From an optimization exercise on the open Yosys and OpenROAD flow, aimed at small area and a short achievable clock period; shortcuts taken in it are not production practice. The RTL was checked by simulation tests, not by an equivalence proof against the original design. Power is estimated from default activity; no workload was simulated.

==> flow/design.v <==
module punc_mem_responder #(
  parameter int DATA_W     = 16,
  parameter int ADDR_W     = 16,
  parameter int DEPTH_LOG2 = 8,
  parameter int RD_LAT     = 2,
  parameter int WR_LAT     = 1
) (
  input  logic              clk_i,
  input  logic              rst_i,
  input  logic              req_valid_i,
  output logic              req_ready_o,
  input  logic              req_we_i,
  input  logic [ADDR_W-1:0] req_addr_i,
  input  logic [DATA_W-1:0] req_wdata_i,
  output logic              rsp_valid_o,
  input  logic              rsp_ready_i,
  output logic [DATA_W-1:0] rsp_rdata_o,
  output logic              rsp_err_o,
  output logic [15:0]       rd_count_o,
  output logic [15:0]       wr_count_o
);
  localparam int LAT_MAX = (RD_LAT > WR_LAT) ? RD_LAT : WR_LAT;
  localparam int CNT_W   = $clog2(LAT_MAX + 1);
  localparam int DEPTH   = 1 << DEPTH_LOG2;
  typedef enum logic [1:0] {
    ST_IDLE = 2'd0,
    ST_BUSY = 2'd1,
    ST_RESP = 2'd2
  } state_e;
  state_e              state_q, state_d;
  logic [CNT_W-1:0]    cnt_q, cnt_d;
  logic                we_q, we_d;
  logic [ADDR_W-1:0]   addr_q, addr_d;
  logic [DATA_W-1:0]   wdata_q, wdata_d;
  logic [DATA_W-1:0]   rdata_q, rdata_d;
  logic                err_q, err_d;
  logic [15:0]         rd_count_q, rd_count_d;
  logic [15:0]         wr_count_q, wr_count_d;
  logic                req_ready_q, req_ready_d;
  logic                rsp_valid_q, rsp_valid_d;
  logic                mem_we_s;
  logic                in_range_s;
  logic [DATA_W-1:0]   mem_q [0:DEPTH-1];
  assign in_range_s = (addr_q[ADDR_W-1:DEPTH_LOG2] == {(ADDR_W-DEPTH_LOG2){1'b0}});
  always_comb begin
    state_d     = state_q;
    cnt_d       = cnt_q;
    we_d        = we_q;
    addr_d      = addr_q;
    wdata_d     = wdata_q;
    rdata_d     = rdata_q;
    err_d       = err_q;
    rd_count_d  = rd_count_q;
    wr_count_d  = wr_count_q;
    req_ready_d = req_ready_q;
    rsp_valid_d = rsp_valid_q;
    mem_we_s    = 1'b0;
    case (state_q)
      ST_IDLE: begin
        if (req_valid_i && req_ready_q) begin
          we_d        = req_we_i;
          addr_d      = req_addr_i;
          wdata_d     = req_wdata_i;
          cnt_d       = req_we_i ? CNT_W'(WR_LAT - 1) : CNT_W'(RD_LAT - 1);
          req_ready_d = 1'b0;
          state_d     = ST_BUSY;
        end else begin
          req_ready_d = 1'b1;
        end
      end
      ST_BUSY: begin
        if (cnt_q != {CNT_W{1'b0}}) begin
          cnt_d = cnt_q - CNT_W'(1);
        end else begin
          state_d     = ST_RESP;
          rsp_valid_d = 1'b1;
          if (!in_range_s) begin
            err_d   = 1'b1;
            rdata_d = {DATA_W{1'b0}};
          end else if (we_q) begin
            mem_we_s   = 1'b1;
            rdata_d    = wdata_q;
            wr_count_d = wr_count_q + 16'd1;
          end else begin
            rdata_d    = mem_q[addr_q[DEPTH_LOG2-1:0]];
            rd_count_d = rd_count_q + 16'd1;
          end
        end
      end
      ST_RESP: begin
        if (rsp_ready_i) begin
          rsp_valid_d = 1'b0;
          err_d       = 1'b0;
          req_ready_d = 1'b1;
          state_d     = ST_IDLE;
        end else begin
          rsp_valid_d = 1'b1;
        end
      end
      default: begin
        state_d     = ST_IDLE;
        req_ready_d = 1'b1;
        rsp_valid_d = 1'b0;
        err_d       = 1'b0;
      end
    endcase
  end
  always_ff @(posedge clk_i or posedge rst_i) begin
    if (rst_i) begin
      state_q     <= ST_IDLE;
      cnt_q       <= {CNT_W{1'b0}};
      we_q        <= 1'b0;
      addr_q      <= {ADDR_W{1'b0}};
      wdata_q     <= {DATA_W{1'b0}};
      rdata_q     <= {DATA_W{1'b0}};
      err_q       <= 1'b0;
      rd_count_q  <= 16'd0;
      wr_count_q  <= 16'd0;
      req_ready_q <= 1'b1;
      rsp_valid_q <= 1'b0;
    end else begin
      state_q     <= state_d;
      cnt_q       <= cnt_d;
      we_q        <= we_d;
      addr_q      <= addr_d;
      wdata_q     <= wdata_d;
      rdata_q     <= rdata_d;
      err_q       <= err_d;
      rd_count_q  <= rd_count_d;
      wr_count_q  <= wr_count_d;
      req_ready_q <= req_ready_d;
      rsp_valid_q <= rsp_valid_d;
    end
  end
  always_ff @(posedge clk_i) begin
    if (mem_we_s) begin
      mem_q[addr_q[DEPTH_LOG2-1:0]] <= wdata_q;
    end
  end
  assign req_ready_o = req_ready_q;
  assign rsp_valid_o = rsp_valid_q;
  assign rsp_rdata_o = rdata_q;
  assign rsp_err_o   = err_q;
  assign rd_count_o  = rd_count_q;
  assign wr_count_o  = wr_count_q;
endmodule
==> flow/run.sh <==
#!/bin/bash
# synth_recipe.tcl (not shown) runs the flow's synth.tcl, then flattens the netlist and writes it again
# the make line also repeats each setting of config.mk as NAME=value (left out here)
make -C /OpenROAD-flow-scripts/flow DESIGN_CONFIG=/design/flow/config.mk WORK_HOME=/design/flow/orfs CLKGATE_MAP_FILE= SYNTH_SCRIPT=/design/flow/synth_recipe.tcl finish
==> flow/config.mk <==
export PLATFORM = sky130hd
export DESIGN_NAME = punc_mem_responder
export DESIGN_NICKNAME = punc_mem_responder
export VERILOG_FILES = /design/flow/design.v
export SDC_FILE = /design/flow/constraint.sdc
export NUM_CORES = 4
export LEC_CHECK = 0
export CAP_MARGIN = 20
export CORE_MARGIN = 2
export CORE_UTILIZATION = 40
export SLEW_MARGIN = 20
==> flow/constraint.sdc <==
create_clock -name core_clock -period 5.5 [get_ports {clk_i}]
set_input_delay 1.1000 -clock core_clock [delete_from_list [all_inputs] [get_ports {clk_i}]]
set_output_delay 1.1000 -clock core_clock [all_outputs]
set_load 0.01 [all_outputs]
==> flow_metrics.tcl <==
set metrics [dict create \
    synth_edf_count 4096 \
    grt_pass1_vias 77200 \
    drive_above_1_share_pct 31.8 \
    hold_violations 0 \
    fin_crit_sh_pct 80.8 \
    yosysMostFrequentCell "edfxtp_1" \
    clkSinkCount 4184 \
    nets 7452 \
    totalWireLength_um 430000 \
    post_drt_wl_per_cell_um 33.1 \
    rows 231 \
    drc 0 \
    antenna_left 0 \
    dp.cells 12200 \
    startpoint_type "register" \
    hold_class "reg -> reg" \
    power_mw 98.8 \
    cts_tree "built" \
    grt_antenna_before_repair 24 \
    dieArea_mm2 0.404 \
    syn-cell-area_mm2 0.160 \
    core_mm2 0.397 \
    cts_root_buffer "clkbuf_16" \
    areaGrowthSynthToFinish_pct 15.2 \
    clock_skew_ns 0.0764 \
    met3_length_um 40600 \
    crit_fanout 21 \
    num_vias 76600 \
    yosysTopAreaCellShare_pct 77.0 \
    place_congestion 0.853 \
    grt_setup_unrepaired "no" \
    start_util_pct 40.3 \
    cts_resized 0 \
    place_area_mm2 0.170 \
    ir_drop_v 0.000451 \
    post_cts_buffers 0 \
    dr.max_layer_used "met5" \
    reg2reg_depth 10 \
    power.density_mw_per_mm2 537 \
    cp.arrival_ns 5.32 \
    status "timing/DRC/antenna clean" \
    worstPathRequired_ns 6.37 \
    hold_buffers 0 \
    htreeDepth 5 \
    clockBufferDepth 4 \
    ys_async_sr_fraction_pct 2.10 \
    grt_pass1_wl_um 604000 \
    yosysTopAreaCell "edfxtp_1" \
    worstHoldPathCells 1 \
    drt_first_pass_iters 6 \
    ys.flop_type "edfxtp_1" \
    synthTopCellsByCount "4,096 x edfxtp_1, 1,185 x mux4_2, 293 x nor2_1" \
    synth-seq-cells 4184 \
    portBuffers 87 \
    layout.cells.non_filler 13000 \
    leakagePower_nw 57.0 \
    place_hpwl_um 261000 \
    cts_made_buffers 419 \
    clk_pin_slew_ns 0.06 \
    grt_max_degree 173 \
    met2_length_um 203000 \
    finalSetupTns_ns 0 \
    avgSynthCellArea_um2 23.6 \
    synthTopCellsByArea "edfxtp_1 77%, mux4_2 17%, dfrtp_1 1.4%, a22oi_1 1.0%, nor2_1 0.69%" \
    wl_met1_um 169000 \
    tightestPinTransition_ns 1.21 \
    slew_headroom_pct 19.6 \
    yosys_warnings 1 \
    die_w_um 636 \
    cp-end-kind "register" \
    fmax_mhz 225 \
    synthDistinctLibCells 58 \
    finalSetupViolCount 0 \
    die_y_um 636 \
    fin_area_mm2 0.184 \
    clock_latency_ns 0.99 \
    critPathKind "reg -> reg" \
    via_per_inst 5.89 \
    drv_slew 0 \
    synth_fp_nets 6802 \
    drv_cap 0 \
    synth_cells 6759 \
    pin_count 88 \
    seq_area_frac_synth_pct 78.4 \
    period_minus_slack_ns 4.44 \
    track_usage_pct 21.0 \
    globalRouteOverflowTotal 0 \
    first_iter_violations 9973 \
]
-- state kept, by name (all words and copies together) (netlist names) --
signal       cells
wr_count_q      16
wdata_q         16
we_q             1
cnt_q            2
rd_count_q      16
rdata_q         16
addr_q          16
state_q          2
req_ready_q      1
rsp_valid_q      1
err_q            1
mem_q         4096
-- where the power goes --
group / internal [mW] / leakage (nW) / switching [mW]
Clock: 16.0 / 6.55 / 12.1
Combinational: 11.0 / 12.5 / 18.3
Sequential: 40.0 / 38.0 / 1.46
Total: 67.0 / 57.0 / 31.8
-- worst max-delay path, stage by stage (launching register included) --
cell and delay, ns:
dfrtp_4 0.94, buf_12 0.35, buf_12 0.20, buf_4 0.30
buf_4 0.37, mux4_2 0.56, a22oi_1 0.20, a21oi_1 0.09
o41ai_1 0.75, a41oi_1 0.21, a221o_1 0.31
-- cell families after synthesis --
family | Yosys count | synth area share (%)
XOR/XNOR | 30 | 0.165
AND/OR/NAND/NOR | 451 | 1.16
flip-flops | 4184 | 78.4
AO/OA/AOI/OAI | 438 | 1.90
multiplexers | 1252 | 17.2
adder cells (fa/ha/maj) | 6 | 0.0470
buffers and inverters | 398 | 1.13
-- worst paths after layout --
| path | from | to | slack, ns |
|---|---|---|---|
| setup / recovery | addr_q[0] | rdata_q[10] | 1.06 |
| hold / removal | rd_count_q[15] | rd_count_q[15] | 0.46 |
| setup reg to reg | addr_q[0] | rdata_q[10] | 1.06 |
| hold reg to reg | rd_count_q[15] | rd_count_q[15] | 0.46 |
| max in group asynchronous | rst_i | wr_count_q[4] | 3.78 |
| min in group asynchronous | rst_i | rd_count_q[13] | 0.64 |
-- per-layer routing --
layer	GRT usage, %	vias up
met5	0	-
met1	28.9	41600
met2	33.0	3842
met3	4.75	687
li1	-	30400
met4	7.47	8
-- metrics by stage --
stage                     hold slack, ns  setup slack [ns]  utilization (%)
after global routing               0.479             0.874             46.4
after global placement             0.456              1.11             43.0
after CTS                          0.469              1.10             46.4
after detailed placement           0.458              1.10             43.0
after floorplan                    0.457              1.48                -
final                              0.464              1.06             46.4
-- final cells by class --
cell class / count / area [um2]
clock inverter: 249 / 2350
fill: 32300 / 213000
sequential: 4184 / 125000
multi-input combinational: 2177 / 33000
antenna: 1 / 2.50
timing repair buffer: 612 / 5570
clock buffer: 519 / 11100
tap: 5242 / 6560
inverter: 15 / 63.8
-- cells in the final DEF (no fill, tap or decap), drive strengths merged, types with 6 or more instances in the layout --
cell type / n
a21oi: 114
a221o: 6
a222oi: 8
a22oi: 215
a32oi: 7
a41oi: 6
buf: 525
bufinv: 36
clkbuf: 519
clkdlybuf4s50: 87
clkinv: 188
clkinvlp: 14
dfrtp: 87
edfxtp: 4096
ha: 6
inv: 26
mux2: 42
mux2i: 25
mux4: 1185
nand2: 88
nand3: 16
nand4: 9
nor2: 293
nor2b: 8
nor3: 11
o21ai: 23
o22ai: 8
o41ai: 24
xnor2: 18
xor2: 12

[what the ideal ports hide]
Ports are ideal in the flow. The routed layout listed here was re-timed in OpenROAD.
Step 1: set_driving_cell puts a clkbuf_16 on clk_i and a buf_2 on each other input, an assumption about the parent block.
Step 2 times the ports against the registers' clock, not the clock port: input delays grow and output delays shrink by t, the midpoint of the rising clock arrivals with the driver on.
Slacks: no drivers / after step 1 / after step 2; pairs: no drivers / after step 1.
t, ns: 1.055
slack for setup (ns): 1.055 / 1.055 / 1.055
cell pins on the clock port's net: 1
After both steps setup and hold are still met in this run. For this run, drivers alone change the setup slack by 0.000 ns; drivers and shift together by 0.000 ns.
